Context: an optimization exercise on an open-source flow, tuned for small area, a short achievable clock period and few clock cycles. The choices shown serve that exercise and are no tape-out recipe. The RTL was checked by simulation tests, not by an equivalence proof against the original design.

// cpu_core
module cpu_core (
    input  logic        clk,
    input  logic        arst_n,
    output logic [15:0] imem_addr,
    input  logic [31:0] imem_rdata,
    output logic [15:0] dmem_addr,
    output logic [15:0] dmem_wdata,
    output logic        dmem_we,
    output logic        dmem_re,
    input  logic [15:0] dmem_rdata
);
For scale: about 100 I/O pins, roughly 21000 um2 of cells after synthesis.
clock: 9.0 ns
lec_check: 0
abc_area: 1
cap_margin: 20
core_margin: 2
core_utilization: 60
cts_cluster_diameter: 100
cts_cluster_size: 20
setup_slack_margin: 5
slew_margin: 20
standard.sh (not shown) runs the stock make flow with config.mk's settings and CLKGATE_MAP_FILE= SYNTH_SCRIPT=/design/flow/synth_recipe.tcl, a recipe that flattens the netlist after the stock synthesis.
==> flow/flow/run.sh <==
#!/bin/bash
# Layout flow: the standard ORFS flow (standard.sh) with two changes:
#  - the port buffers are sky130_fd_sc_hd__buf_2 instead of the default pick;
#  - repair_timing aims at a setup margin of 5.7 ns instead of config.mk's 5.
# The SDC, floorplan, power grid, synthesis and all other steps are the standard ones.
# ORFS writes each step's full tool output to orfs/logs/; make's own output goes to
# standard.log here.
set -o pipefail
bash standard.sh \
    "BUFFER_PORTS_ARGS=-buffer_cell sky130_fd_sc_hd__buf_2" \
    SETUP_SLACK_MARGIN=5.7 \
    finish > standard.log 2>&1
Testbench counts at the start, summed over its fixed seeds: cycles 10,799.
Edit:
--- a/flow/design.v
+++ b/flow/design.v
@@ -34,26 +34,25 @@
     assign e_st     = e_v && e_st_d;
     assign e_s_sum  = e_v && e_sum_d;
     assign e_s_and  = e_v && e_and_d;
     assign e_s_or   = e_v && e_or_d;
     assign e_s_slt  = e_v && e_slt_d;
     assign e_s_pass = e_v && e_pass_d;
     logic [15:0] bx, sum, res;
     logic        lt;
     assign bx  = e_b;
     assign sum = e_a + bx + {15'd0, e_inv};
     assign lt  = (e_a[15] & bx[15]) | ((e_a[15] ^ bx[15]) & sum[15]);
-    assign res = ({16{e_s_sum}}  & sum)
+    assign res = ({16{e_s_sum | e_s_pass}} & sum)
                | ({16{e_s_and}}  & (e_a & e_b))
                | ({16{e_s_or}}   & (e_a | e_b))
-               | ({16{e_s_pass}} & e_b)
                | {15'd0, e_s_slt & lt};
     logic [15:0] zk;
     logic        z_sum, zf_new, tf_new;
     assign zk     = (e_a ^ bx) ^ {e_a[14:0] | bx[14:0], e_inv};
     assign z_sum  = ~|zk;
     assign zf_new = (e_s_sum & z_sum)
                   | (e_s_and & ~|(e_a & e_b))
                   | (e_s_or  & ~|(e_a | e_b))
                   | (e_s_slt & ~lt);
     assign tf_new = res[0];
     logic [5:0]  op;
@@ -162,23 +161,23 @@
         e_we_d   <= d_we;
         e_wa     <= d_wa;
         e_fl_d   <= r_alu || is_alui;
         e_ld_d   <= is_load;
         e_st_d   <= is_store;
         e_inv    <= (is_r && (fn == 6'h22 || fn == 6'h2a)) || op == 6'h0d;
         e_and_d  <= is_r ? (fn == 6'h24) : op == 6'h0b;
         e_or_d   <= is_r ? (fn == 6'h25) : op == 6'h0c;
         e_slt_d  <= is_r ? (fn == 6'h2a) : op == 6'h0d;
         e_pass_d <= is_lit || is_jal;
         e_sum_d  <= is_r ? (fn == 6'h20 || fn == 6'h22) : (op == 6'h0a);
-        e_a      <= rs_v;
+        e_a      <= rs_v & {16{!(is_lit || is_jal)}};
         e_b      <= (is_r ? rt_v : (is_jal ? fa : imm))
                     ^ {16{(is_r && (fn == 6'h22 || fn == 6'h2a)) || op == 6'h0d}};
         e_sd     <= rt_v;
         ar    <= sum;
         wd    <= e_sd;
         we_r  <= e_st && !boot;
         rd_v  <= e_ld && !boot;
         rd_rt <= e_wa;
         wb_v  <= rd_v && !boot && !(e_we && e_wa == rd_rt);    
         wb_rt <= rd_rt;
     end
Effect: The changed run completed without violations; die area rises slightly; sequential cell count is unchanged; sequential share of layout area shrinks by 0.21 points; wire length went up by a few percent; first-iteration DRC count goes up by a few percent; synthesized cell count rises slightly; non-clock buffer count grows by 11.
Testbench counts after the change, summed over its fixed seeds: cycles 10,799.

[static timing again, ports no longer ideal]
The flow's constraints put no driver on any port. The routed layouts listed below were extracted and timed again, unchanged, in two steps. Step 1: set_driving_cell puts a clkbuf_16 on clk and a buf_2 on each other input, an assumption about the parent block. Step 2 moves the port delays by t, midway between the first and last clock arrival at a register: inputs arrive t later, outputs are due t later. That takes back most of the time a late clock gives input paths. Slacks: ideal ports / drivers / drivers and shift; pairs: ideal ports / drivers.
run	t, ns	setup slack, ns	clock arrival spread, ns
the first run	0.628	5.691 / 5.716 / 5.088	0.041 / 0.040
the second run	0.618	5.625 / 5.638 / 5.020	0.032 / 0.032
After both steps setup and hold are still met in every run listed. The setup slack of the second run, which loses most, moves by +0.013 ns with the drivers and by -0.605 ns with both steps.
